Background: an optimization exercise with open tools, aiming at small area, a short achievable clock period and few clock cycles per item. Do not read the settings as production practice. Only simulation tests tie the RTL to the original design; equivalence was not proved. Power is estimated from default activity; no workload was simulated.

==> flow/design.v <==
`timescale 1ns / 1ps
package pcea_pkg;
  localparam int PACKS_DEFAULT = 18;
  localparam logic [20:0] CODE_VOLT = 21'h18FF36;
  localparam logic [20:0] CODE_TEMP = 21'h18FF4B;
  localparam int IN_DATA_W  = 96;
  localparam int OUT_DATA_W = 96;
  localparam int SUM_W      = 14;   
endpackage
`timescale 1ns / 1ps
module pcea_front #(
  parameter int PACKS = pcea_pkg::PACKS_DEFAULT
) (
  input  logic                           clk,
  input  logic                           rst_n,
  input  logic                           in_tvalid,
  output logic                           in_tready,
  input  logic [pcea_pkg::IN_DATA_W-1:0] in_tdata,
  input  logic                           in_tuser,
  input  logic                           stall,        
  input  logic                           rdy,          
  output logic [PACKS-1:0]               wv_r,         
  output logic [PACKS-1:0]               wt_r,         
  output logic                           ev_r,         
  output logic [63:0]                    bytes_r
);
  logic [7:0]  pack_raw;
  logic [7:0]  pack_dec;
  logic [20:0] code;
  logic        is_volt;
  logic        is_temp;
  logic        take;
  assign pack_raw = in_tdata[7:0];
  assign pack_dec = (pack_raw != 8'd0) ? pack_raw - 8'd1 : 8'd0;
  assign code     = in_tdata[28:8];
  assign is_volt  = code == pcea_pkg::CODE_VOLT;
  assign is_temp  = code == pcea_pkg::CODE_TEMP;
  assign take     = in_tvalid && rdy;
  always_ff @(posedge clk) begin
    if (!rst_n) begin
      wv_r  <= '0;
      wt_r  <= '0;
      ev_r  <= 1'b0;
    end else begin
      if (take) begin
        for (int p = 0; p < PACKS; p++) begin
          wv_r[p] <= !in_tuser && is_volt && pack_dec == 8'(p);
          wt_r[p] <= !in_tuser && is_temp && pack_dec == 8'(p);
        end
        ev_r <= in_tuser;
      end else if (!stall) begin
        wv_r <= '0;
        wt_r <= '0;
        ev_r <= 1'b0;
      end
    end
  end
  always_ff @(posedge clk) begin
    if (take) begin
      bytes_r <= in_tdata[92:29];
    end
  end
  assign in_tready = rdy;
endmodule
`timescale 1ns / 1ps
module pcea_queue #(
  parameter int W      = 16,
  parameter bit IS_MAX = 1'b1
) (
  input  logic            clk,
  input  logic [18*W-1:0] val,
  input  logic [18*8-1:0] cl,
  output logic [W-1:0]    rval,
  output logic [7:0]      rcl
);
  function automatic logic ge(input logic [W-1:0] a, input logic [W-1:0] b);
    logic [W-1:0] g;
    logic [W-1:0] p;
    g = a & ~b;
    p = a | ~b;
    for (int l = 0; l < $clog2(W); l++) begin
      for (int i = 0; i < (W >> (l + 1)); i++) begin
        g[i] = g[2*i+1] | (p[2*i+1] & g[2*i]);
        p[i] = p[2*i+1] & p[2*i];
      end
    end
    ge = g[0] | p[0];
  endfunction
  function automatic logic beats(input logic [W-1:0] b, input logic [W-1:0] a);
    beats = IS_MAX ? ge(b, a) : ge(a, b);
  endfunction
  logic [W-1:0] v    [18];
  logic [7:0]   c    [18];
  logic [8:0]   d1;
  logic [8:0]   d1_r;
  logic [W-1:0] n1   [9];
  logic [17:0]  oh;
  logic [2:0]   b2;
  logic [2:0]   t2;
  logic [W-1:0] gv   [3];
  logic [7:0]   gc   [3];
  logic [W-1:0] gv_r [3];
  logic [7:0]   gc_r [3];
  logic         rb;
  logic         rt;
  always_comb begin
    for (int i = 0; i < 18; i++) begin
      v[i] = val[W*i +: W];
      c[i] = cl[8*i +: 8];
    end
    for (int k = 0; k < 9; k++) begin
      d1[k] = beats(v[2*k+1], v[2*k]);
    end
  end
  always_ff @(posedge clk) begin
    d1_r <= d1;
  end
  always_comb begin
    for (int k = 0; k < 9; k++) begin
      n1[k] = d1_r[k] ? v[2*k+1] : v[2*k];
    end
    for (int g = 0; g < 3; g++) begin
      b2[g] = beats(n1[3*g+1], n1[3*g]);
      t2[g] = beats(n1[3*g+2], n1[3*g]) && beats(n1[3*g+2], n1[3*g+1]);
      gv[g] = t2[g] ? n1[3*g+2] : (b2[g] ? n1[3*g+1] : n1[3*g]);
      oh[6*g+5] = t2[g] && d1_r[3*g+2];
      oh[6*g+4] = t2[g] && !d1_r[3*g+2];
      oh[6*g+3] = !t2[g] && b2[g] && d1_r[3*g+1];
      oh[6*g+2] = !t2[g] && b2[g] && !d1_r[3*g+1];
      oh[6*g+1] = !t2[g] && !b2[g] && d1_r[3*g];
      oh[6*g]   = !t2[g] && !b2[g] && !d1_r[3*g];
      gc[g] = '0;
      for (int l = 0; l < 6; l++) begin
        gc[g] = gc[g] | ({8{oh[6*g+l]}} & c[6*g+l]);
      end
    end
  end
  always_ff @(posedge clk) begin
    for (int g = 0; g < 3; g++) begin
      gv_r[g] <= gv[g];
      gc_r[g] <= gc[g];
    end
  end
  always_comb begin
    rb   = beats(gv_r[1], gv_r[0]);
    rt   = beats(gv_r[2], gv_r[0]) && beats(gv_r[2], gv_r[1]);
    rval = rt ? gv_r[2] : (rb ? gv_r[1] : gv_r[0]);
    rcl  = rt ? gc_r[2] : (rb ? gc_r[1] : gc_r[0]);
  end
endmodule
`timescale 1ns / 1ps
module pcea_back #(
  parameter int PACKS = pcea_pkg::PACKS_DEFAULT
) (
  input  logic                            clk,
  input  logic                            rst_n,
  input  logic [PACKS-1:0]                wv_r,
  input  logic [PACKS-1:0]                wt_r,
  input  logic                            ev_r,
  input  logic [63:0]                     bytes_r,
  output logic                            stall,
  output logic                            rdy_r,        
  output logic                            out_tvalid,
  input  logic                            out_tready,
  output logic [pcea_pkg::OUT_DATA_W-1:0] out_tdata
);
  localparam int SUM_W = pcea_pkg::SUM_W;
  logic [PACKS*16-1:0] vmax_r, vmin_r;
  logic [PACKS*8-1:0]  vmax_cell_r, vmin_cell_r;
  logic [PACKS*8-1:0]  tmax_r, tmin_r, tmax_cell_r, tmin_cell_r;
  logic [SUM_W-1:0]    sum_r;
  logic [63:0]      wd;
  logic [PACKS-1:0] env, ent;
  logic             stall_r;
  logic             any_t;
  assign wd    = bytes_r & {64{rst_n}};
  assign env   = (wv_r & {PACKS{!stall_r}}) | {PACKS{!rst_n}};
  assign ent   = (wt_r & {PACKS{!stall_r}}) | {PACKS{!rst_n}};
  assign any_t = (|wt_r) && !stall_r;
  always_ff @(posedge clk) begin
    for (int p = 0; p < PACKS; p++) begin
      if (env[p]) begin
        vmax_r[16*p +: 16]    <= {wd[23:16], wd[31:24]};
        vmin_r[16*p +: 16]    <= {wd[39:32], wd[47:40]};
        vmax_cell_r[8*p +: 8] <= wd[55:48];
        vmin_cell_r[8*p +: 8] <= wd[63:56];
      end
      if (ent[p]) begin
        tmax_r[8*p +: 8]      <= wd[7:0];
        tmin_r[8*p +: 8]      <= wd[15:8];
        tmax_cell_r[8*p +: 8] <= wd[23:16];
        tmin_cell_r[8*p +: 8] <= wd[31:24];
      end
    end
  end
  logic [7:0] old_max, old_min;
  always_comb begin
    old_max = '0;
    old_min = '0;
    for (int p = 0; p < PACKS; p++) begin
      old_max = old_max | ({8{wt_r[p]}} & tmax_r[8*p +: 8]);
      old_min = old_min | ({8{wt_r[p]}} & tmin_r[8*p +: 8]);
    end
  end
  logic [9:0] dsum_r;
  logic       dv_r;
  always_ff @(posedge clk) begin
    dsum_r <= 10'(bytes_r[7:0]) + 10'(bytes_r[15:8]) - 10'(old_max) - 10'(old_min);
  end
  always_ff @(posedge clk) begin
    if (!rst_n) begin
      dv_r  <= 1'b0;
      sum_r <= '0;
    end else begin
      dv_r <= any_t;
      if (dv_r) begin
        sum_r <= sum_r + {{(SUM_W-10){dsum_r[9]}}, dsum_r};
      end
    end
  end
  logic [15:0] vh, vl;
  logic [7:0]  vhc, vlc, th, thc, tl, tlc;
  pcea_queue #(.W(16), .IS_MAX(1'b1)) u_vh (.clk(clk), .val(vmax_r), .cl(vmax_cell_r), .rval(vh), .rcl(vhc));
  pcea_queue #(.W(16), .IS_MAX(1'b0)) u_vl (.clk(clk), .val(vmin_r), .cl(vmin_cell_r), .rval(vl), .rcl(vlc));
  pcea_queue #(.W(8),  .IS_MAX(1'b1)) u_th (.clk(clk), .val(tmax_r), .cl(tmax_cell_r), .rval(th), .rcl(thc));
  pcea_queue #(.W(8),  .IS_MAX(1'b0)) u_tl (.clk(clk), .val(tmin_r), .cl(tmin_cell_r), .rval(tl), .rcl(tlc));
  logic a2_v_r, a3_v_r, c1_v_r, c2_v_r, c3_v_r, out_v_r;
  logic a2_go;
  logic a2_v_nx, out_v_nx, busy_nx;
  assign stall    = stall_r;
  assign a2_go    = a2_v_r && !stall_r;
  assign a2_v_nx  = stall_r || ev_r;
  assign out_v_nx = c3_v_r || (out_v_r && !out_tready);
  assign busy_nx  = a2_go || a3_v_r || c1_v_r || c2_v_r || out_v_nx;
  always_ff @(posedge clk) begin
    if (!rst_n) begin
      a2_v_r  <= 1'b0;
      a3_v_r  <= 1'b0;
      c1_v_r  <= 1'b0;
      c2_v_r  <= 1'b0;
      c3_v_r  <= 1'b0;
      out_v_r <= 1'b0;
      stall_r <= 1'b0;
      rdy_r   <= 1'b1;
    end else begin
      a2_v_r  <= a2_v_nx;
      a3_v_r  <= a2_go;
      c1_v_r  <= a3_v_r;
      c2_v_r  <= c1_v_r;
      c3_v_r  <= c2_v_r;
      out_v_r <= out_v_nx;
      stall_r <= a2_v_nx && busy_nx;
      rdy_r   <= !(a2_v_nx && busy_nx);
    end
  end
  logic [79:0]      res_r;
  logic [SUM_W-1:0] sum_snap_r;
  logic [SUM_W-1:0] rem_r;
  logic [17:0]      m15_r;
  logic [18:0]      m31_r;
  logic             rdy_res_r;
  logic [8:0]       avg_r;
  logic [25:0]      prod;
  always_ff @(posedge clk) begin
    if (a2_go) begin
      sum_snap_r <= sum_r;
    end
    if (a3_v_r) begin
      res_r <= {tlc, tl, thc, th, vlc, vl, vhc, vh};
    end
  end
  assign prod = {m15_r, 9'd0} + 26'(m31_r);
  always_ff @(posedge clk) begin
    rem_r     <= sum_snap_r - SUM_W'(res_r[55:48]) - SUM_W'(res_r[71:64]);
    m15_r     <= {rem_r, 4'd0} - 18'(rem_r);
    m31_r     <= {rem_r, 5'd0} - 19'(rem_r);
    rdy_res_r <= (res_r[39:24] != 16'd0) && (res_r[71:64] != 8'd0);
    avg_r     <= {rdy_res_r, prod[25:18]};
  end
  assign out_tvalid = out_v_r;
  assign out_tdata  = {7'd0, avg_r, res_r};
endmodule
`timescale 1ns / 1ps
module pack_cell_extreme_aggregator_top #(
  parameter int PACKS = pcea_pkg::PACKS_DEFAULT
) (
  input  logic                            clk,
  input  logic                            rst_n,
  input  logic                            in_tvalid,
  output logic                            in_tready,
  input  logic [pcea_pkg::IN_DATA_W-1:0]  in_tdata,
  input  logic                            in_tuser,
  output logic                            out_tvalid,
  input  logic                            out_tready,
  output logic [pcea_pkg::OUT_DATA_W-1:0] out_tdata
);
  logic [PACKS-1:0] wv, wt;
  logic             ev;
  logic [63:0]      bytes;
  logic             stall;
  logic             rdy;
  pcea_front #(
    .PACKS(PACKS)
  ) u_front (
    .clk      (clk),
    .rst_n    (rst_n),
    .in_tvalid(in_tvalid),
    .in_tready(in_tready),
    .in_tdata (in_tdata),
    .in_tuser (in_tuser),
    .stall     (stall),
    .rdy       (rdy),
    .wv_r     (wv),
    .wt_r     (wt),
    .ev_r     (ev),
    .bytes_r  (bytes)
  );
  pcea_back #(
    .PACKS(PACKS)
  ) u_back (
    .clk       (clk),
    .rst_n     (rst_n),
    .wv_r      (wv),
    .wt_r      (wt),
    .ev_r      (ev),
    .bytes_r   (bytes),
    .stall     (stall),
    .rdy_r     (rdy),
    .out_tvalid(out_tvalid),
    .out_tready(out_tready),
    .out_tdata (out_tdata)
  );
endmodule
==> flow/run.sh <==
#!/bin/bash
# synth_recipe.tcl (not shown) runs the flow's synth.tcl, then flattens the netlist and writes it again
# the make line also repeats each setting of config.mk as NAME=value (left out here)
make -C /OpenROAD-flow-scripts/flow DESIGN_CONFIG=/design/flow/config.mk WORK_HOME=/design/flow/orfs CLKGATE_MAP_FILE= SYNTH_SCRIPT=/design/flow/synth_recipe.tcl finish
==> flow/config.mk <==
export PLATFORM = sky130hd
export DESIGN_NAME = pack_cell_extreme_aggregator_top
export DESIGN_NICKNAME = pack_cell_extreme_aggregator_top
export VERILOG_FILES = /design/flow/design.v
export SDC_FILE = /design/flow/constraint.sdc
export NUM_CORES = 4
export LEC_CHECK = 0
export CAP_MARGIN = 20
export CORE_MARGIN = 2
export CORE_UTILIZATION = 72
export CTS_CLUSTER_DIAMETER = 80
export CTS_CLUSTER_SIZE = 24
export PLACE_DENSITY = 0.8
export SETUP_SLACK_MARGIN = 5
export SLEW_MARGIN = 20
==> flow/constraint.sdc <==
create_clock -name core_clock -period 9.0 [get_ports {clk}]
set_input_delay 1.8000 -clock core_clock [delete_from_list [all_inputs] [get_ports {clk}]]
set_output_delay 1.8000 -clock core_clock [all_outputs]
set_load 0.01 [all_outputs]
==> impl_metrics.toml, run 1 <==
[power]
switching_power_uw = 6864
power_frac_comb_pct = 26.3
p_leak_uw = 0.03848
p_clk_share_pct = 22.4
p_seq_share_pct = 51.3
p_sw_share_pct = 30.21
power_density_nw_per_um2 = 224.6
peakVddDrop_mv = 0.2067
internal_power_uw = 15860

[logic_synthesis]
synth_warnings = 34
synth.avg_cell_area_sq_um = 13.07
synthTopCellsByCount = "1598 x edfxtp_1, 821 x mux2i_1, 623 x inv_1"
netlist_area_sq_um = 92010
synth_area_leader_cell = "edfxtp_1"
netlist_instances = 7038
seq_area_frac_synth_pct = 60.79
synthArstFlopShare_pct = 0
synth_most_common_cell = "edfxtp_1"
yosys.cell_types.count = 87
synth-edff-count = 1598
netlist.area_leader.share_pct = 52.15
ys_seq_elements = 1995
ys.flop_type = "edfxtp_1"
yosys-top-cells-area = "edfxtp_1 52%, mux2i_1 8.9%, dfxtp_1 8.6%, mux2_2 4.4%, maj3_1 4.4%"

[sta]
slew_violations = 0
setup_viol = 0
hold_viol_final = 0
rsz0062_at_grt = "true"
finalCriticalPeriod_ps = 4087
min_period_over_period_pct = 45.41
clock-skew-final_ps = 30.69
worst_pin_slew_ps = 1217
max_freq_mhz = 244.7
maxSlewHeadroom_pct = 18.90
fin_tns_setup_ps = 0

[routing]
vias = 59475
wirelength_mm = 235.5
drt_first_pass_iters = 10
drt_iter0_drc = 7102
via_per_inst = 6.557
ant_nets = 0
routedWlPerCell_um = 25.96
drc_errors = 0

[clock_network]
clkTransAtPathRegs_ps = 110
hold_buffers = 0
cts_num_sinks = 1995
max-clock-path-buffers = 3
cts-root-buf = "clkbuf_16"
insertion_delay_ps = 760
cts_buffers = 98
cts_tree = "yes"
htree_levels = 3

[die]
core_area_sq_um = 127200
die_h_um = 361.5
die_x_um = 361.5
die-area_sq_um = 130700
rows = 131
initial_core_util_pct = 72.34
num_io_pins = 199

[worst_setup_path]
path_class = "reg -> reg"
critPathMaxStageDelay_ps = 460
crit_chain = "buf_12, mux2i_1, nor2b_1, maj3_1, maj3_1, maj3_1, maj3_1, maj3_1, o21ai_1, o211ai_1, nand2_4, mux2i_1"
required_ps = 9600
cp_common_cell = "maj3_1"
critPathMaxFanout = 18
start_kind = "flop"
crit_path_top_delay_cell = "mux2i_1"
endpoint_kind = "flop"
arrival_ps = 4680
cp_num_buf_inv = 1
cp_top_family = "adder cells"

[min_path]
min_path_type = "reg -> reg"

[final_layout]
area_growth_pct = 9.980
finalInstanceArea_sq_um = 101200
drive_gt1_share_pct = 12.39
nets = 7509
fill_cells = 7396

[placement]
dpl-instance-area_sq_um = 96520
io_buffers = 188
gp_congestion = 0.9623
hpwl_mm = 157.9

[flow_run]
maxCapViolCount = 0

[outcome]
status = "complete, no violations"

[global_route]
grt_usage_pct = 35.11
grt_pass1_vias = 58441
grt_max_degree = 111
grt_overflow = 0
antenna_found_initial = 8
grt_pass1_wl_mm = 345.5
==> placed cells by master, fill, tap and decap left out, types with 140 or more instances in the layout <==
cell type,synthesis,final
maj3_1,400,398
mux2i_1,821,791
nand2_1,397,395
o21ai_0,333,293
buf_4,21,159
edfxtp_1,1598,1598
clkdlybuf4s50_1,0,187
inv_1,623,617
mux2_2,358,355
nor2_1,216,212
a21oi_1,202,196
dfxtp_1,397,378
nor2b_1,140,140
==> registers in the layout (all words and copies together), names as in the netlist, 64 cells and up <==
name	flops
u_back.vmax_r	288
u_back.vmin_r	288
u_back.tmin_r	144
u_back.vmax_cell_r	144
u_back.vmin_cell_r	144
u_back.tmax_cell_r	144
u_back.tmin_cell_r	144
u_front.bytes_r	64
u_back.tmax_r	144
u_back.res_r	80
==> layer usage <==
layer	global-route usage, %	vias to the layer above	routed length, um
met2	58.58	2926	113300
met4	13.32	0	9533
met5	0	-	0
li1	-	26836	-
met3	6.555	556	21530
met1	46.08	29157	91120
==> cells by family after synthesis <==
| logic type | count (synthesis) | share of synthesized area [%] |
|---|---|---|
| flip-flops | 1995 | 60.79 |
| buffers and inverters | 847 | 3.642 |
| other | 1 | 0.004076 |
| adder cells (fa/ha/maj) | 538 | 6.311 |
| AO/OA/AOI/OAI | 1285 | 9.299 |
| XOR/XNOR | 65 | 0.6187 |
| AND/OR/NAND/NOR | 1122 | 5.926 |
| multiplexers | 1185 | 13.41 |
==> worst reg2reg max path, delay by kind of cell, from the launching register on <==
kind                     cells  cell delay, ps
adder cells (fa/ha/maj)      5            1900
flip-flops                   1             370
buffers and inverters        1             200
AND/OR/NAND/NOR              2             390
multiplexers                 2             620
AO/OA/AOI/OAI                2             440
==> power by group through the flow <==
stage          clock, uW  combinational (uW)  sequential (uW)
6_report            5100                5970            11700
5_1_grt             5430                6350            11700
4_1_cts             5130                5720            11600
3_5_place_dp           0                5480            11800
3_3_place_gp           0                5360            11800
2_1_floorplan          0                3980            11600
==> worst paths after layout <==
| path | from | endpoint | slack, ps | depth (start not counted) |
|---|---|---|---|---|
| worst min-delay path | u_back.rdy_res_r$_DFF_P_ | u_back.avg_r[8]$_DFF_P_ | 350 | 0 |
| worst max register to register | u_back.u_th.d1_r[8]$_DFF_P_ | u_back.u_th.gv_r[2][0]$_DFF_P_ | 4910 | 12 |
| worst max-delay path | u_back.u_th.d1_r[8]$_DFF_P_ | u_back.u_th.gv_r[2][0]$_DFF_P_ | 4910 | 12 |
| worst min register to register | u_back.rdy_res_r$_DFF_P_ | u_back.avg_r[8]$_DFF_P_ | 350 | 0 |
==> per-stage QoR <==
stage               power, uW  utilization [%]  worst slack (ps)  std cells  hold WS [ps]
floorplan               15550                -              4892       7044         309.6
global placement        17130            75.88              3998       8797         311.6
detailed placement      17310            75.88              3788       8797         340.2
CTS                     22470            78.90              4848       9020         353.2
global route            23510            79.55              4932       9066         354.5
finish                  22730            79.56              4913       9071         346.1
==> timing repair <==
action	in CTS	in global routing
cloned	5	6
endpoints found under the setup margin	224	230
resized for setup	87	96
pin swaps	10	13
buffers inserted	32	38
==> layout make-up <==
| class | count | area [sq um] | share of cell area [%] |
|---|---|---|---|
| clock buffer | 161 | 2741 | 2.709 |
| tap | 1662 | 2079 | 2.055 |
| inverter | 623 | 2361 | 2.333 |
| multi-input combinational | 4207 | 33840 | 33.44 |
| clock inverter | 25 | 282.8 | 0.2794 |
| sequential | 1995 | 55980 | 55.32 |
| timing repair buffer | 392 | 3894 | 3.848 |
| antenna | 6 | 15.01 | 0.01484 |
Testbench counts, summed over its fixed seeds: cycles 16,984, evals 1,288.
==> run 2: changes to the inputs <==
--- a/flow/config.mk
+++ b/flow/config.mk
@@ -7,9 +7,9 @@
 export LEC_CHECK = 0
 export CAP_MARGIN = 20
 export CORE_MARGIN = 2
-export CORE_UTILIZATION = 72
+export CORE_UTILIZATION = 66
 export CTS_CLUSTER_DIAMETER = 80
-export CTS_CLUSTER_SIZE = 24
-export PLACE_DENSITY = 0.8
+export CTS_CLUSTER_SIZE = 30
+export PLACE_DENSITY = 0.75
 export SETUP_SLACK_MARGIN = 5
 export SLEW_MARGIN = 20
==> impl_metrics.toml, run 2 <==
[logic_synthesis]
synth-edff-count = 1598
ys_seq_elements = 1995
synthTopCellsByCount = "1598 x edfxtp_1, 821 x mux2i_1, 623 x inv_1"
yosys.cell_types.count = 87
ys.flop_type = "edfxtp_1"
synth_most_common_cell = "edfxtp_1"
synth_area_leader_cell = "edfxtp_1"
synth.avg_cell_area_sq_um = 13.07
synthArstFlopShare_pct = 0
netlist.area_leader.share_pct = 52.15
yosys-top-cells-area = "edfxtp_1 52%, mux2i_1 8.9%, dfxtp_1 8.6%, mux2_2 4.4%, maj3_1 4.4%"
netlist_area_sq_um = 92010
synth_warnings = 34
seq_area_frac_synth_pct = 60.79
netlist_instances = 7038

[sta]
min_period_over_period_pct = 44.05
max_freq_mhz = 252.2
fin_tns_setup_ps = 0
clock-skew-final_ps = 45.42
maxSlewHeadroom_pct = 15.30
rsz0062_at_grt = "true"
worst_pin_slew_ps = 1264
setup_viol = 0
slew_violations = 0
hold_viol_final = 0
finalCriticalPeriod_ps = 3965

[clock_network]
cts_buffers = 91
insertion_delay_ps = 770
hold_buffers = 0
clkTransAtPathRegs_ps = 110
htree_levels = 3
cts_tree = "yes"
cts_num_sinks = 1995
max-clock-path-buffers = 3
cts-root-buf = "clkbuf_16"

[routing]
drc_errors = 0
drt_iter0_drc = 6022
routedWlPerCell_um = 26.08
top_layer = "met5"
vias = 59021
met1_length_mm = 97.11
met3_length_mm = 18.90
drt_first_pass_iters = 8
via_per_inst = 6.375
wl_met2_mm = 116.8
wirelength_mm = 241.5
ant_nets = 0

[worst_setup_path]
path_class = "reg -> reg"
crit_path_top_delay_cell = "dfxtp_4"
cp_common_cell = "maj3_1"
reg2reg_slack_ps = 5040
r2r_start = "u_back.u_th.d1_r[6]$_DFF_P_"
critPathMaxStageDelay_ps = 400
required_ps = 9630
start_kind = "flop"
cp_num_buf_inv = 1
cp_top_family = "adder cells"
crit_chain = "buf_12, mux2i_4, nor2b_1, maj3_1, maj3_1, maj3_2, maj3_1, maj3_1, o21ai_2, o211ai_1, nand2_2, mux2i_1"
critPathMaxFanout = 12
ff2ff_path_depth = 12
arrival_ps = 4590
r2r_end = "u_back.u_th.gv_r[2][4]$_DFF_P_"
endpoint_kind = "flop"

[global_route]
grt_overflow = 0
grt_pass1_wl_mm = 349.3
grt_usage_pct = 33.04
grt_max_degree = 116
antenna_found_initial = 10
grt_pass1_vias = 57034

[final_layout]
drive_gt1_share_pct = 12.82
nets = 7494
utilization_pct = 73.15
fill_cells = 9091
reg_top3 = "u_back.vmax_r (288), u_back.vmin_r (288)"
layout_common_cells = "1598 x edfxtp_1, 787 x mux2i_1, 615 x inv_1, 396 x nand2_1, 393 x maj3_1"
finalInstanceArea_sq_um = 101700
mostFrequentLayoutCell = "edfxtp_1"
area_growth_pct = 10.53

[placement]
hpwl_mm = 159.5
io_buffers = 188
gp_congestion = 0.9386
dpl-instance-area_sq_um = 96800

[flow_run]
maxCapViolCount = 0

[min_path]
hold_depth = 0
min_from = "u_back.rdy_res_r$_DFF_P_"
min_path_type = "reg -> reg"
min_to = "u_back.avg_r[8]$_DFF_P_"

[die]
die_x_um = 377.4
die_h_um = 377.4
core_area_sq_um = 139000
die-area_sq_um = 142400
initial_core_util_pct = 66.18
rows = 137
num_io_pins = 199

[outcome]
status = "complete, no violations"

[power]
peakVddDrop_mv = 0.2026
power_density_nw_per_um2 = 224.8
p_leak_uw = 0.03856
run 2: where the power goes:
part | internal (uW) | switching [uW] | leakage (uW)
Combinational | 2660 | 3370 | 0.0174
Clock | 2130 | 3070 | 0.00151
Sequential | 11000 | 609 | 0.0197
Total | 15800 | 7050 | 0.0386
run 2: layout make-up:
type | instances | area [sq um] | share of cell area (%)
repair inverters | 1 | 5.005 | 0.004921
inverters | 623 | 2369 | 2.329
diodes | 3 | 7.507 | 0.007382
flip-flops and latches | 1995 | 55990 | 55.06
multi-input cells | 4206 | 33820 | 33.26
clock buffers | 118 | 2430 | 2.389
repair buffers | 384 | 4004 | 3.937
well taps | 1876 | 2347 | 2.308
clock inverters | 52 | 718.2 | 0.7062
run 2: worst register-to-register path: cells and delay by family, from the launching register on:
family,cells,cell delay [ps]
and+or+nand+nor,2,350
adders and majority gates,5,1820
buffers and inverters,1,150
AOI/OAI and AO/OA,2,430
muxes,2,670
DFF,1,400
run 2: kinds of logic after synthesis:
group / count (synthesis) / synth area share [%]
fa+ha+maj: 538 / 6.311
compound gates: 1285 / 9.299
other cells: 1 / 0.004076
mux: 1185 / 13.41
buf+inv: 847 / 3.642
xor+xnor: 65 / 0.6187
simple gates: 1122 / 5.926
flops: 1995 / 60.79
run 2: repair_timing:
action	CTS	global route
endpoints found under the setup margin	228	226
cloned	5	11
pin swaps	12	14
gates resized for setup	118	101
setup buffers	36	19
run 2: worst max path at each step:
stage	startpoint	end	cells after the start	slack [ps]
after floorplan	rst_n	u_back.vmax_cell_r[100]$_DFFE_PP_	3	4890
after global placement	in_tdata[0]	u_front.wt_r[11]$_SDFFE_PN0P_	9	3660
after detailed placement	in_tdata[0]	u_front.wv_r[15]$_SDFFE_PN0P_	9	3610
after CTS	u_front.wt_r[2]$_SDFFE_PN0P_	u_back.dsum_r[9]$_DFF_P_	16	5010
after global routing	u_back.u_vh.d1_r[8]$_DFF_P_	u_back.u_vh.gv_r[2][5]$_DFF_P_	15	4940
final	u_back.u_th.d1_r[6]$_DFF_P_	u_back.u_th.gv_r[2][4]$_DFF_P_	12	5040
run 2: through the flow:
stage               total power (uW)  hold WS, ps  instances  setup WS (ps)
floorplan                      15550        309.6       7044           4892
global placement               17220        313.5       9013           3662
detailed placement             17370        319.6       9013           3609
CTS                            22640        345.8       9224           5007
global route                   23700        353.5       9257           4942
finish                         22860        341.8       9258           5035
run 2: metal layers:
metal | GRT usage [%] | vias up
met5 | 0 | -
li1 | - | 26780
met1 | 43.77 | 29260
met2 | 56.14 | 2508
met4 | 11.52 | 2
met3 | 4.589 | 471
==> run 3: changes to the inputs <==
--- a/flow/design.v
+++ b/flow/design.v
@@ -224,21 +224,20 @@
   pcea_queue #(.W(16), .IS_MAX(1'b0)) u_vl (.clk(clk), .val(vmin_r), .cl(vmin_cell_r), .rval(vl), .rcl(vlc));
   pcea_queue #(.W(8),  .IS_MAX(1'b1)) u_th (.clk(clk), .val(tmax_r), .cl(tmax_cell_r), .rval(th), .rcl(thc));
   pcea_queue #(.W(8),  .IS_MAX(1'b0)) u_tl (.clk(clk), .val(tmin_r), .cl(tmin_cell_r), .rval(tl), .rcl(tlc));
-  logic a2_v_r, a3_v_r, c1_v_r, c2_v_r, c3_v_r, out_v_r;
+  logic a2_v_r, a3_v_r, c1_v_r, c2_v_r, out_v_r;
   logic a2_go;
   logic a2_v_nx, out_v_nx, busy_nx;
   assign stall    = stall_r;
   assign a2_go    = a2_v_r && !stall_r;
   assign a2_v_nx  = stall_r || ev_r;
-  assign out_v_nx = c3_v_r || (out_v_r && !out_tready);
-  assign busy_nx  = a2_go || a3_v_r || c1_v_r || c2_v_r || out_v_nx;
+  assign out_v_nx = c2_v_r || (out_v_r && !out_tready);
+  assign busy_nx  = a2_go || a3_v_r || c1_v_r || out_v_nx;
   always_ff @(posedge clk) begin
     if (!rst_n) begin
       a2_v_r  <= 1'b0;
       a3_v_r  <= 1'b0;
       c1_v_r  <= 1'b0;
       c2_v_r  <= 1'b0;
-      c3_v_r  <= 1'b0;
       out_v_r <= 1'b0;
       stall_r <= 1'b0;
       rdy_r   <= 1'b1;
@@ -247,7 +246,6 @@
       a3_v_r  <= a2_go;
       c1_v_r  <= a3_v_r;
       c2_v_r  <= c1_v_r;
-      c3_v_r  <= c2_v_r;
       out_v_r <= out_v_nx;
       stall_r <= a2_v_nx && busy_nx;
       rdy_r   <= !(a2_v_nx && busy_nx);
@@ -256,8 +254,6 @@
   logic [79:0]      res_r;
   logic [SUM_W-1:0] sum_snap_r;
   logic [SUM_W-1:0] rem_r;
-  logic [17:0]      m15_r;
-  logic [18:0]      m31_r;
   logic             rdy_res_r;
   logic [8:0]       avg_r;
   logic [25:0]      prod;
@@ -269,11 +265,9 @@
       res_r <= {tlc, tl, thc, th, vlc, vl, vhc, vh};
     end
   end
-  assign prod = {m15_r, 9'd0} + 26'(m31_r);
+  assign prod = {rem_r, 13'd0} - {rem_r, 9'd0} + {rem_r, 5'd0} - 26'(rem_r);
   always_ff @(posedge clk) begin
     rem_r     <= sum_snap_r - SUM_W'(res_r[55:48]) - SUM_W'(res_r[71:64]);
-    m15_r     <= {rem_r, 4'd0} - 18'(rem_r);
-    m31_r     <= {rem_r, 5'd0} - 19'(rem_r);
     rdy_res_r <= (res_r[39:24] != 16'd0) && (res_r[71:64] != 8'd0);
     avg_r     <= {rdy_res_r, prod[25:18]};
   end
--- a/flow/config.mk
+++ b/flow/config.mk
@@ -7,9 +7,9 @@
 export LEC_CHECK = 0
 export CAP_MARGIN = 20
 export CORE_MARGIN = 2
-export CORE_UTILIZATION = 66
-export CTS_CLUSTER_DIAMETER = 80
+export CORE_UTILIZATION = 60
+export CTS_CLUSTER_DIAMETER = 100
 export CTS_CLUSTER_SIZE = 30
-export PLACE_DENSITY = 0.75
+export PLACE_DENSITY = 0.7
 export SETUP_SLACK_MARGIN = 5
 export SLEW_MARGIN = 20
==> impl_metrics.toml, run 3 <==
[sta]
setup_viol = 0
max_freq_mhz = 253.1
finalCriticalPeriod_ps = 3951
slew_violations = 0
fin_tns_setup_ps = 0
maxSlewHeadroom_pct = 26.53
rsz0062_at_grt = "false"
worst_pin_slew_ps = 1102
clock-skew-final_ps = 38.90
hold_viol_final = 0
min_period_over_period_pct = 43.89

[logic_synthesis]
netlist_area_sq_um = 91860
synth.avg_cell_area_sq_um = 12.92
yosys-top-cells-area = "edfxtp_1 52%, mux2i_1 9.2%, dfxtp_1 8.0%, maj3_1 4.6%, mux2_2 4.5%"
ys.flop_type = "edfxtp_1"
synth_warnings = 34
synth_most_common_cell = "edfxtp_1"
netlist.area_leader.share_pct = 52.24
synth_area_leader_cell = "edfxtp_1"
yosys.cell_types.count = 88
seq_area_frac_synth_pct = 60.28
netlist_instances = 7109
synthTopCellsByCount = "1598 x edfxtp_1, 845 x mux2i_1, 641 x inv_1"
synthArstFlopShare_pct = 0
synth-edff-count = 1598
ys_seq_elements = 1967

[final_layout]
utilization_pct = 66.35
mostFrequentLayoutCell = "edfxtp_1"
drive_gt1_share_pct = 11.64
reg_top3 = "u_back.vmax_r (288), u_back.vmin_r (288)"
area_growth_pct = 9.726
layout_common_cells = "1598 x edfxtp_1, 824 x mux2i_1, 635 x inv_1, 409 x maj3_1, 385 x nand2_1"
nets = 7590

[worst_setup_path]
arrival_ps = 4630
critPathMaxFanout = 5
start_kind = "flop"
required_ps = 9680
reg2reg_slack_ps = 5050
crit_path_top_delay_cell = "maj3_4"
path_class = "reg -> reg"
crit_chain = "buf_12, mux2_4, nand2b_4, maj3_2, maj3_2, maj3_2, maj3_2, maj3_2, maj3_2, maj3_4, mux2_4, mux2i_1"
endpoint_kind = "flop"
cp_common_cell = "maj3_2"
critPathMaxStageDelay_ps = 420

[routing]
vias = 58032
drc_errors = 0
drt_iter0_drc = 5366
routedWlPerCell_um = 25.38
via_per_inst = 6.134
drt_first_pass_iters = 6
wirelength_mm = 240.1
ant_nets = 0

[global_route]
grt_overflow = 0
grt_pass1_wl_mm = 350.6
antenna_found_initial = 6
grt_max_degree = 56
grt_pass1_vias = 56362
grt_usage_pct = 29.97

[outcome]
status = "complete, no violations"

[clock_network]
cts_num_sinks = 1967
insertion_delay_ps = 760
cts_tree = "yes"
clkTransAtPathRegs_ps = 110
cts_buffers = 77
max-clock-path-buffers = 3
htree_levels = 3
cts-root-buf = "clkbuf_16"
hold_buffers = 0

[die]
num_io_pins = 199
die_x_um = 395.3
die_h_um = 395.3
die-area_sq_um = 156200
initial_core_util_pct = 60.47
core_area_sq_um = 151900
rows = 143

[min_path]
min_path_type = "reg -> reg"

[flow_run]
maxCapViolCount = 0

[power]
power_density_nw_per_um2 = 227.4
p_leak_uw = 0.03806
peakVddDrop_mv = 0.1686

[placement]
hpwl_mm = 163.7
io_buffers = 188
gp_congestion = 0.9411
[run 3: kinds of logic (layout without fill, tap and decap cells)]
logic type | after synthesis | after routing | share of synthesized area (%)
DFF | 1967 | 1967 | 60.28
AOI/OAI and AO/OA | 1234 | 1235 | 8.754
and+or+nand+nor | 1222 | 1223 | 6.366
muxes | 1220 | 1220 | 13.82
buffers and inverters | 863 | 1173 | 3.663
adders and majority gates | 565 | 568 | 6.759
xor gates and xnor gates | 37 | 37 | 0.3528
other | 1 | 8 | 0.004082
[run 3: worst max-delay path, delay by kind of cell (launching register included)]
kind,cells,cell delay (ps)
multiplexers,3,850
buffers and inverters,1,130
flip-flops,1,360
AND/OR/NAND/NOR,1,140
adder cells (fa/ha/maj),7,2370
[run 3: timing repair]
| item | CTS | global route |
|---|---|---|
| buffers inserted | 34 | 31 |
| pin swaps | 16 | 16 |
| gates cloned | 5 | 5 |
| gates resized for setup | 94 | 106 |
| endpoints found under the setup margin | 324 | 204 |
[run 3: final cells by class]
class | count | area, sq um
antenna | 1 | 2.502
fill | 11026 | 51110
sequential | 1967 | 55450
timing repair inverter | 1 | 5.005
multi-input combinational | 4290 | 34120
timing repair buffer | 387 | 3841
clock inverter | 14 | 254.0
tap | 2030 | 2540
clock buffer | 129 | 2153
inverter | 642 | 2432
[run 3: through the flow]
| stage | power (uW) | hold WS [ps] | setup WS (ps) | instances | cell area [sq um] |
|---|---|---|---|---|---|
| final | 22920 | 341.8 | 5049 | 9461 | 100800 |
| after global routing | 23880 | 347.9 | 4989 | 9460 | 100800 |
| after CTS | 22750 | 341.5 | 4971 | 9424 | 100000 |
| after detailed placement | 18080 | 314.3 | 3990 | 9242 | 96910 |
| after global placement | 17940 | 317.7 | 4019 | 9240 | 96880 |
| after floorplan | 16030 | 309.6 | 4871 | 7115 | 91890 |
[run 3: per-layer routing]
layer | share of wire [%] | up-vias | wire length [um] | GRT usage (%)
met3 | 5.5 | 431 | 13130 | 3.036
li1 | - | 26923 | - | -
met4 | 4.2 | 0 | 10130 | 11.37
met1 | 41 | 28821 | 98990 | 39.34
met2 | 49 | 1857 | 117800 | 51.60
met5 | 0 | - | 0 | 0
[run 3: where the power goes]
group | internal, uW | total, uW | switching (uW)
Sequential | 11000 | 11700 | 700
Clock | 1740 | 4530 | 2800
Combinational | 3020 | 6720 | 3700
Total | 15700 | 22900 | 7200
[run 3: path summary, 6_finish.rpt]
| check | start | end | cells after the start |
|---|---|---|---|
| worst max-delay path | u_back.u_tl.d1_r[3]$_DFF_P_ | u_back.u_tl.gc_r[1][5]$_DFF_P_ | 12 |
| worst min-delay path | u_back.rdy_res_r$_DFF_P_ | u_back.avg_r[8]$_DFF_P_ | 0 |
| worst max register to register | u_back.u_tl.d1_r[3]$_DFF_P_ | u_back.u_tl.gc_r[1][5]$_DFF_P_ | 12 |
| worst min register to register | u_back.rdy_res_r$_DFF_P_ | u_back.avg_r[8]$_DFF_P_ | 0 |
Testbench counts of run 3, summed over its fixed seeds: cycles 16,872, evals 1,288.
==> run 4: changes to the inputs <==
--- a/flow/config.mk
+++ b/flow/config.mk
@@ -8,8 +8,8 @@
 export CAP_MARGIN = 20
 export CORE_MARGIN = 2
 export CORE_UTILIZATION = 60
-export CTS_CLUSTER_DIAMETER = 100
-export CTS_CLUSTER_SIZE = 30
+export CTS_CLUSTER_DIAMETER = 80
+export CTS_CLUSTER_SIZE = 24
 export PLACE_DENSITY = 0.7
 export SETUP_SLACK_MARGIN = 5
 export SLEW_MARGIN = 20
==> impl_metrics.toml, run 4 <==
[outcome]
status = "complete, no violations"

[clock_network]
htree_levels = 3
cts_buffers = 104
insertion_delay_ps = 780
cts_tree = "yes"
max-clock-path-buffers = 3
hold_buffers = 0
cts_num_sinks = 1967
clkTransAtPathRegs_ps = 90
cts-root-buf = "clkbuf_16"

[global_route]
met3_usage_pct = 3.164
antenna_found_initial = 8
grt_pass1_vias = 56872
grt_overflow = 0
gr-usage-met2_pct = 51.65
use_met1_pct = 39.45
grt_usage_pct = 30.12
grt_max_degree = 56
grt_pass1_wl_mm = 352.1
busiest_layer = "met2"

[final_layout]
mostFrequentLayoutCell = "edfxtp_1"
area_growth_pct = 10.81
finalInstanceArea_sq_um = 101800
fill_cells = 10912
drive_gt1_share_pct = 12.29
nets = 7609
utilization_pct = 67.01
reg_top3 = "u_back.vmax_r (288), u_back.vmin_r (288)"
layout_common_cells = "1598 x edfxtp_1, 826 x mux2i_1, 635 x inv_1, 409 x maj3_1, 385 x nand2_1"
final_cells = 9507

[min_path]
hold_depth = 0
min_path_type = "reg -> reg"

[die]
rows = 143
core_area_sq_um = 151900
die_x_um = 395.3
die-area_sq_um = 156200
num_io_pins = 199
die_h_um = 395.3
initial_core_util_pct = 60.47

[placement]
dpl-instance-area_sq_um = 96910
placedCellCount = 9242
hpwl_mm = 163.7
gp_congestion = 0.9411
io_buffers = 188

[sta]
rsz0062_at_grt = "true"
maxSlewHeadroom_pct = 26.54
clock-skew-final_ps = 37.47
max_freq_mhz = 252.5
slew_violations = 0
finalCriticalPeriod_ps = 3961
worst_pin_slew_ps = 1102
hold_viol_final = 0
setup_viol = 0
min_period_over_period_pct = 44.01
fin_tns_setup_ps = 0

[logic_synthesis]
synth_area_leader_cell = "edfxtp_1"
synthTopCellsByCount = "1598 x edfxtp_1, 845 x mux2i_1, 641 x inv_1"
netlist.area_leader.share_pct = 52.24
ys.flop_type = "edfxtp_1"
seq_area_frac_synth_pct = 60.28
synth-edff-count = 1598
ys_seq_elements = 1967
synth_warnings = 34
synth_most_common_cell = "edfxtp_1"
yosys.cell_types.count = 88
netlist_area_sq_um = 91860
synthArstFlopShare_pct = 0
synth.avg_cell_area_sq_um = 12.92
yosys-top-cells-area = "edfxtp_1 52%, mux2i_1 9.2%, dfxtp_1 8.0%, maj3_1 4.6%, mux2_2 4.5%"
netlist_instances = 7109

[power]
p_leak_uw = 0.03853
peakVddDrop_mv = 0.2677
power_density_nw_per_um2 = 234.3
finalPower_uw = 23850

[worst_setup_path]
crit_chain = "buf_8, mux2_2, o22ai_1, a31oi_1, maj3_1, maj3_1, maj3_1, o21ai_1, o21ai_0, a211oi_4, buf_4, mux2_2"
crit_path_top_delay_cell = "maj3_1"
cp_num_buf_inv = 2
path_class = "reg -> reg"
cp_common_cell = "maj3_1"
arrival_ps = 4610
critPathMaxStageDelay_ps = 410
required_ps = 9650
start_kind = "flop"
critPathMaxFanout = 17
endpoint_kind = "flop"
cp_top_family = "adder cells"
cp.depth = 12
ff2ff_path_depth = 12

[flow_run]
maxCapViolCount = 0

[routing]
drc_errors = 0
via_per_inst = 6.111
drt_first_pass_iters = 5
vias = 58096
drt_iter0_drc = 4810
wirelength_mm = 241.4
ant_nets = 0
routedWlPerCell_um = 25.40
run 4: logic make-up after synthesis:
group | Yosys count | share of synthesized area (%)
AOI/OAI and AO/OA | 1234 | 8.754
xor gates and xnor gates | 37 | 0.3528
adders and majority gates | 565 | 6.759
buffers and inverters | 863 | 3.663
DFF | 1967 | 60.28
muxes | 1220 | 13.82
other | 1 | 0.004082
and+or+nand+nor | 1222 | 6.366
run 4: worst paths after layout:
kind / start / endpoint / slack [ps]
max: u_back.u_tl.d1_r[6]$_DFF_P_ / u_back.u_tl.gv_r[2][3]$_DFF_P_ / 5040
min: u_back.rdy_res_r$_DFF_P_ / u_back.avg_r[8]$_DFF_P_ / 330
max reg2reg: u_back.u_tl.d1_r[6]$_DFF_P_ / u_back.u_tl.gv_r[2][3]$_DFF_P_ / 5040
min reg2reg: u_back.rdy_res_r$_DFF_P_ / u_back.avg_r[8]$_DFF_P_ / 330
run 4: final cells by class:
cell class,instances,area (sq um),area share (%)
Antenna cell,1,2.502,0.002458
Clock buffer,155,2939,2.887
Clock inverter,42,575.6,0.5654
Inverter,642,2432,2.390
Multi-Input combinational cell,4291,34110,33.51
Sequential cell,1967,55440,54.47
Tap cell,2030,2540,2.495
Timing Repair Buffer,378,3740,3.674
Timing Repair inverter,1,5.005,0.004917
run 4: power by group:
part,leakage (uW),switching [uW],internal [uW]
sequential,0.0192,704,11000
clock,0.00168,3050,2460
combinational,0.0177,3690,2970
total,0.0385,7450,16400
run 4: stage by stage:
step / setup slack (ps) / hold slack [ps]
floorplan: 4871 / 309.6
detailed placement: 3990 / 314.3
global route: 4994 / 341.6
global placement: 4019 / 317.7
finish: 5039 / 333.8
CTS: 4974 / 334.6
run 4: timing repair:
action / CTS / global route
gates resized for setup: 97 / 101
pin swaps: 16 / 16
setup endpoints to repair: 324 / 206
cloned: 5 / 6
buffers inserted: 31 / 25
run 4: layer usage:
metal,part of all wire (%),routed length (um)
met1,41,99890
met2,49,118000
met3,5.3,12790
met4,4.4,10720
met5,0,0
run 4: worst reg2reg max path, delay by kind of cell, from the launching register on:
kind	cells	cell delay (ps)
compound gates	5	1000
flops	1	350
mux	2	790
fa+ha+maj	3	1220
buf+inv	2	480
==> run 5: changes to the inputs <==
--- a/flow/design.v
+++ b/flow/design.v
@@ -73,30 +73,18 @@
   output logic [W-1:0]    rval,
   output logic [7:0]      rcl
 );
-  function automatic logic ge(input logic [W-1:0] a, input logic [W-1:0] b);
-    logic [W-1:0] g;
-    logic [W-1:0] p;
-    g = a & ~b;
-    p = a | ~b;
-    for (int l = 0; l < $clog2(W); l++) begin
-      for (int i = 0; i < (W >> (l + 1)); i++) begin
-        g[i] = g[2*i+1] | (p[2*i+1] & g[2*i]);
-        p[i] = p[2*i+1] & p[2*i];
-      end
-    end
-    ge = g[0] | p[0];
-  endfunction
-  function automatic logic beats(input logic [W-1:0] b, input logic [W-1:0] a);
-    beats = IS_MAX ? ge(b, a) : ge(a, b);
-  endfunction
   logic [W-1:0] v    [18];
   logic [7:0]   c    [18];
   logic [8:0]   d1;
   logic [8:0]   d1_r;
   logic [W-1:0] n1   [9];
-  logic [17:0]  oh;
+  logic [7:0]   n1c  [9];
   logic [2:0]   b2;
   logic [2:0]   t2;
+  logic [2:0]   t2a;
+  logic [2:0]   t2b;
+  logic         rta;
+  logic         rtb;
   logic [W-1:0] gv   [3];
   logic [7:0]   gc   [3];
   logic [W-1:0] gv_r [3];
@@ -108,46 +96,70 @@
       v[i] = val[W*i +: W];
       c[i] = cl[8*i +: 8];
     end
-    for (int k = 0; k < 9; k++) begin
-      d1[k] = beats(v[2*k+1], v[2*k]);
-    end
+  end
+  for (genvar k = 0; k < 9; k++) begin : g_d1
+    pcea_ge #(.W(W), .IS_MAX(IS_MAX)) u_ge (.b(v[2*k+1]), .a(v[2*k]), .y(d1[k]));
   end
   always_ff @(posedge clk) begin
     d1_r <= d1;
   end
   always_comb begin
     for (int k = 0; k < 9; k++) begin
-      n1[k] = d1_r[k] ? v[2*k+1] : v[2*k];
+      n1[k]  = d1_r[k] ? v[2*k+1] : v[2*k];
+      n1c[k] = d1_r[k] ? c[2*k+1] : c[2*k];
     end
     for (int g = 0; g < 3; g++) begin
-      b2[g] = beats(n1[3*g+1], n1[3*g]);
-      t2[g] = beats(n1[3*g+2], n1[3*g]) && beats(n1[3*g+2], n1[3*g+1]);
-      gv[g] = t2[g] ? n1[3*g+2] : (b2[g] ? n1[3*g+1] : n1[3*g]);
-      oh[6*g+5] = t2[g] && d1_r[3*g+2];
-      oh[6*g+4] = t2[g] && !d1_r[3*g+2];
-      oh[6*g+3] = !t2[g] && b2[g] && d1_r[3*g+1];
-      oh[6*g+2] = !t2[g] && b2[g] && !d1_r[3*g+1];
-      oh[6*g+1] = !t2[g] && !b2[g] && d1_r[3*g];
-      oh[6*g]   = !t2[g] && !b2[g] && !d1_r[3*g];
-      gc[g] = '0;
-      for (int l = 0; l < 6; l++) begin
-        gc[g] = gc[g] | ({8{oh[6*g+l]}} & c[6*g+l]);
-      end
+      t2[g] = t2a[g] && t2b[g];
+      gv[g] = t2[g] ? n1[3*g+2]  : (b2[g] ? n1[3*g+1]  : n1[3*g]);
+      gc[g] = t2[g] ? n1c[3*g+2] : (b2[g] ? n1c[3*g+1] : n1c[3*g]);
     end
   end
+  for (genvar g = 0; g < 3; g++) begin : g_l2
+    pcea_ge #(.W(W), .IS_MAX(IS_MAX)) u_b  (.b(n1[3*g+1]), .a(n1[3*g]),   .y(b2[g]));
+    pcea_ge #(.W(W), .IS_MAX(IS_MAX)) u_ta (.b(n1[3*g+2]), .a(n1[3*g]),   .y(t2a[g]));
+    pcea_ge #(.W(W), .IS_MAX(IS_MAX)) u_tb (.b(n1[3*g+2]), .a(n1[3*g+1]), .y(t2b[g]));
+  end
   always_ff @(posedge clk) begin
     for (int g = 0; g < 3; g++) begin
       gv_r[g] <= gv[g];
       gc_r[g] <= gc[g];
     end
   end
+  pcea_ge #(.W(W), .IS_MAX(IS_MAX)) u_rb  (.b(gv_r[1]), .a(gv_r[0]), .y(rb));
+  pcea_ge #(.W(W), .IS_MAX(IS_MAX)) u_rta (.b(gv_r[2]), .a(gv_r[0]), .y(rta));
+  pcea_ge #(.W(W), .IS_MAX(IS_MAX)) u_rtb (.b(gv_r[2]), .a(gv_r[1]), .y(rtb));
   always_comb begin
-    rb   = beats(gv_r[1], gv_r[0]);
-    rt   = beats(gv_r[2], gv_r[0]) && beats(gv_r[2], gv_r[1]);
+    rt   = rta && rtb;
     rval = rt ? gv_r[2] : (rb ? gv_r[1] : gv_r[0]);
     rcl  = rt ? gc_r[2] : (rb ? gc_r[1] : gc_r[0]);
   end
 endmodule
+module pcea_ge #(
+  parameter int W      = 16,    
+  parameter bit IS_MAX = 1'b1
+) (
+  input  logic [W-1:0] b,
+  input  logic [W-1:0] a,
+  output logic         y
+);
+  logic [W-1:0] x;
+  logic [W-1:0] z;
+  logic [W-1:0] g;
+  logic [W-1:0] p;
+  always_comb begin
+    x = IS_MAX ? b : a;
+    z = IS_MAX ? a : b;
+    g = x & ~z;
+    p = x | ~z;
+    for (int l = 0; l < $clog2(W); l++) begin
+      for (int i = 0; i < (W >> (l + 1)); i++) begin
+        g[i] = g[2*i+1] | (p[2*i+1] & g[2*i]);
+        p[i] = p[2*i+1] & p[2*i];
+      end
+    end
+    y = g[0] | p[0];
+  end
+endmodule
 `timescale 1ns / 1ps
 module pcea_back #(
   parameter int PACKS = pcea_pkg::PACKS_DEFAULT
@@ -224,20 +236,21 @@
   pcea_queue #(.W(16), .IS_MAX(1'b0)) u_vl (.clk(clk), .val(vmin_r), .cl(vmin_cell_r), .rval(vl), .rcl(vlc));
   pcea_queue #(.W(8),  .IS_MAX(1'b1)) u_th (.clk(clk), .val(tmax_r), .cl(tmax_cell_r), .rval(th), .rcl(thc));
   pcea_queue #(.W(8),  .IS_MAX(1'b0)) u_tl (.clk(clk), .val(tmin_r), .cl(tmin_cell_r), .rval(tl), .rcl(tlc));
-  logic a2_v_r, a3_v_r, c1_v_r, c2_v_r, out_v_r;
+  logic a2_v_r, a3_v_r, c1_v_r, c2_v_r, c3_v_r, out_v_r;
   logic a2_go;
   logic a2_v_nx, out_v_nx, busy_nx;
   assign stall    = stall_r;
   assign a2_go    = a2_v_r && !stall_r;
   assign a2_v_nx  = stall_r || ev_r;
-  assign out_v_nx = c2_v_r || (out_v_r && !out_tready);
-  assign busy_nx  = a2_go || a3_v_r || c1_v_r || out_v_nx;
+  assign out_v_nx = c3_v_r || (out_v_r && !out_tready);
+  assign busy_nx  = a2_go || a3_v_r || c1_v_r || c2_v_r || out_v_nx;
   always_ff @(posedge clk) begin
     if (!rst_n) begin
       a2_v_r  <= 1'b0;
       a3_v_r  <= 1'b0;
       c1_v_r  <= 1'b0;
       c2_v_r  <= 1'b0;
+      c3_v_r  <= 1'b0;
       out_v_r <= 1'b0;
       stall_r <= 1'b0;
       rdy_r   <= 1'b1;
@@ -246,6 +259,7 @@
       a3_v_r  <= a2_go;
       c1_v_r  <= a3_v_r;
       c2_v_r  <= c1_v_r;
+      c3_v_r  <= c2_v_r;
       out_v_r <= out_v_nx;
       stall_r <= a2_v_nx && busy_nx;
       rdy_r   <= !(a2_v_nx && busy_nx);
@@ -254,6 +268,8 @@
   logic [79:0]      res_r;
   logic [SUM_W-1:0] sum_snap_r;
   logic [SUM_W-1:0] rem_r;
+  logic [17:0]      m15_r;
+  logic [18:0]      m31_r;
   logic             rdy_res_r;
   logic [8:0]       avg_r;
   logic [25:0]      prod;
@@ -265,9 +281,11 @@
       res_r <= {tlc, tl, thc, th, vlc, vl, vhc, vh};
     end
   end
-  assign prod = {rem_r, 13'd0} - {rem_r, 9'd0} + {rem_r, 5'd0} - 26'(rem_r);
+  assign prod = {m15_r, 9'd0} + 26'(m31_r);
   always_ff @(posedge clk) begin
     rem_r     <= sum_snap_r - SUM_W'(res_r[55:48]) - SUM_W'(res_r[71:64]);
+    m15_r     <= {rem_r, 4'd0} - 18'(rem_r);
+    m31_r     <= {rem_r, 5'd0} - 19'(rem_r);
     rdy_res_r <= (res_r[39:24] != 16'd0) && (res_r[71:64] != 8'd0);
     avg_r     <= {rdy_res_r, prod[25:18]};
   end
--- a/flow/config.mk
+++ b/flow/config.mk
@@ -7,9 +7,7 @@
 export LEC_CHECK = 0
 export CAP_MARGIN = 20
 export CORE_MARGIN = 2
-export CORE_UTILIZATION = 60
-export CTS_CLUSTER_DIAMETER = 80
-export CTS_CLUSTER_SIZE = 24
-export PLACE_DENSITY = 0.7
-export SETUP_SLACK_MARGIN = 5
+export CORE_UTILIZATION = 40
+export SETUP_SLACK_MARGIN = 4.9
 export SLEW_MARGIN = 20
+export SYNTH_HIERARCHICAL = 1
==> impl_metrics.toml, run 5 <==
[outcome]
status = "complete, no violations"

[sta]
rsz0062_at_grt = "true"
maxSlewHeadroom_pct = 17.79
min_period_over_period_pct = 45.55
worst_pin_slew_ps = 1220
finalCriticalPeriod_ps = 4100
clock-skew-final_ps = 40.91
setup_viol = 0
slew_violations = 0
fin_tns_setup_ps = 0
hold_viol_final = 0
max_freq_mhz = 243.9
worst_slack_ps = 4900

[die]
initial_core_util_pct = 40.21
num_io_pins = 199
die_h_um = 495.7
die_x_um = 495.7
core_area_sq_um = 240500
rows = 180
die-area_sq_um = 245700

[worst_setup_path]
crit_path_top_delay_cell = "nor3_1"
required_ps = 9730
cp_top_family = "simple AND/OR/NAND/NOR gates"
critPathMaxFanout = 5
cp_num_buf_inv = 1
start_kind = "input port"
arrival_ps = 4830
crit_chain = "clkdlybuf4s50_1, nand4b_1, or3_1, nor3_1, nand2_1, o31ai_1"
path_class = "in -> reg"
endpoint_kind = "flop"
critPathMaxStageDelay_ps = 710

[logic_synthesis]
ys.flop_type = "edfxtp_1"
synthMuxAreaShare_pct = 10.18
synth.avg_cell_area_sq_um = 12.77
yosys.cell_types.count = 93
synth-adder-area-share_pct = 5.133
synthArstFlopShare_pct = 0
seq_area_frac_synth_pct = 57.83
netlist_instances = 7573
synth_most_common_cell = "edfxtp_1"
synth_compound_area_share_pct = 11.19
yosys-top-cells-area = "edfxtp_1 50%, dfxtp_1 8.2%, mux2_2 4.3%, mux2_4 4.0%, inv_1 3.6%"
ys_seq_elements = 1995
synthXorXnorAreaFrac_pct = 0.4619
synth_area_leader_cell = "edfxtp_1"
netlist.area_leader.share_pct = 49.62
synth-edff-count = 1598
synthTopCellsByCount = "1598 x edfxtp_1, 925 x inv_1, 460 x nor2_1"
synth_warnings = 80
yosys.area_share.simple_pct = 9.460
synth_top_family_by_area = "compound AO/OA/AOI/OAI gates"
netlist_area_sq_um = 96710

[routing]
ant_nets = 0
drt_first_pass_iters = 7
drc_errors = 0
drt_iter0_drc = 6236
via_per_inst = 5.534
vias = 62171
routedWlPerCell_um = 23.53
wirelength_mm = 264.3

[power]
peakVddDrop_mv = 0.3257
finalPower_uw = 29290
power_density_nw_per_um2 = 267.7
p_leak_uw = 0.04190

[global_route]
grt_overflow = 0
grt_pass1_wl_mm = 386.5
grt_usage_pct = 20.89
antenna_found_initial = 15
grt_pass1_vias = 61521
grt_max_degree = 66

[final_layout]
area_growth_pct = 13.13
mostFrequentLayoutCell = "edfxtp_1"
layout_common_cells = "1598 x edfxtp_1, 924 x inv_1, 459 x nor2_1, 381 x dfxtp_1, 368 x mux2_2"
reg_top3 = "u_back.vmax_r (288), u_back.vmin_r (288)"
fill_cells = 21437
nets = 8054
multi_input_area_sq_um = 35760
seqCellArea_sq_um = 55970
drive_gt1_share_pct = 20.31

[placement]
gp_congestion = 0.9411
io_buffers = 188
dpl_worst_slack_ps = 4156
hpwl_mm = 185.9

[min_path]
min_path_type = "reg -> reg"

[clock_network]
cts_tree = "yes"
insertion_delay_ps = 840
clkTransAtPathRegs_ps = 60
max-clock-path-buffers = 3
cts-root-buf = "clkbuf_16"
htree_levels = 4
cts_num_sinks = 1995
cts_buffers = 206

[flow_run]
maxCapViolCount = 0
[run 5: path summary, 6_finish.rpt]
kind / from / end / slack [ps] / cells past startpoint
setup reg to reg: u_front.wt_r[1]$_SDFFE_PN0P_ / u_back.dsum_r[4]$_DFF_P_ / 5000 / 19
hold reg to reg: u_back.rdy_res_r$_DFF_P_ / u_back.avg_r[8]$_DFF_P_ / 340 / 0
hold / removal: u_back.rdy_res_r$_DFF_P_ / u_back.avg_r[8]$_DFF_P_ / 340 / 0
setup / recovery: in_tvalid / u_front.wv_r[12]$_SDFFE_PN0P_ / 4900 / 6
[run 5: power breakdown]
group	total (uW)	internal [uW]	switching [uW]	leakage (uW)
Sequential	12500	11400	1080	0.0197
Clock	8930	5270	3670	0.00354
Combinational	7890	3110	4780	0.0187
Total	29300	19800	9530	0.0419
[run 5: what timing repair did]
item	CTS	global route
hold buffers	0	0
setup buffers	11	5
hold endpoints to repair	0	0
resized for setup	17	38
pin swaps	9	12
endpoints found under the setup margin	85	59
[run 5: final cells by class]
| class | instances | area share [%] |
|---|---|---|
| well taps | 3185 | 3.642 |
| diodes | 4 | 0.009149 |
| clock buffers | 280 | 5.416 |
| inverters | 926 | 3.179 |
| flip-flops and latches | 1995 | 51.15 |
| repair buffers | 329 | 2.734 |
| multi-input cells | 4403 | 32.69 |
| clock inverters | 112 | 1.178 |
[run 5: metrics by stage]
step,cell area [sq um],std cells,hold slack (ps),util [%]
2_1_floorplan,96760,7579,309.6,-
5_1_grt,109400,11232,343.4,45.49
6_report,109400,11234,335.6,45.49
4_1_cts,109200,11224,334.0,45.41
3_5_place_dp,101900,10821,334.3,42.36
3_3_place_gp,101900,10821,318.9,42.36
[run 5: logic make-up after synthesis]
kind of cell             Yosys count
multiplexers                     809
AO/OA/AOI/OAI                   1527
AND/OR/NAND/NOR                 1581
buffers and inverters           1181
XOR/XNOR                          51
flip-flops                      1995
other                              1
adder cells (fa/ha/maj)          428
[run 5: worst reg2reg max path, delay by kind of cell (launching register included)]
| kind | cells | cell delay, ps |
|---|---|---|
| buffers and inverters | 7 | 680 |
| flip-flops | 1 | 350 |
| AO/OA/AOI/OAI | 4 | 670 |
| AND/OR/NAND/NOR | 4 | 590 |
| adder cells (fa/ha/maj) | 4 | 1560 |
[run 5: layer usage]
layer | share of wire [%] | GRT usage [%] | vias to the layer above
met5 | 0.0049 | 0 | -
met4 | 4.4 | 9.097 | 2
met3 | 6.1 | 3.314 | 483
met2 | 48 | 35.11 | 2106
met1 | 42 | 26.64 | 30999
li1 | - | - | 28581
Testbench counts of run 5, summed over its fixed seeds: cycles 16,984, evals 1,288.

## separate check: timing with driven ports
In the flow no input, the clock included, has a driving cell. The finished layouts below were timed again as built, in two steps. Step 1 assumes that a clkbuf_16 drives the clock port and a buf_2 every other input. Step 2 times the ports against the registers' clock, not the clock port: input delays grow and output delays shrink by t, the midpoint of the rising clock arrivals with the driver on. a / b / c = ideal ports / drivers / drivers and shift; a / b = the first two.
run	t, ns	slack for setup (ns)	clock arrival spread, ns	worst data-port slew with drivers (ns)
run 1	0.822	4.913 / 4.913 / 4.367	0.034 / 0.034	0.16
run 2	0.833	5.035 / 5.035 / 4.395	0.052 / 0.052	0.07
run 3	0.831	5.049 / 5.049 / 4.423	0.044 / 0.045	0.07
run 4	0.845	5.039 / 5.039 / 4.432	0.047 / 0.047	0.07
run 5	0.919	4.900 / 4.971 / 4.051	0.045 / 0.045	0.15
After both steps setup and hold are still met in every run listed. For run 5, which loses most, drivers alone change the setup slack by +0.071 ns; drivers and shift together by -0.849 ns.
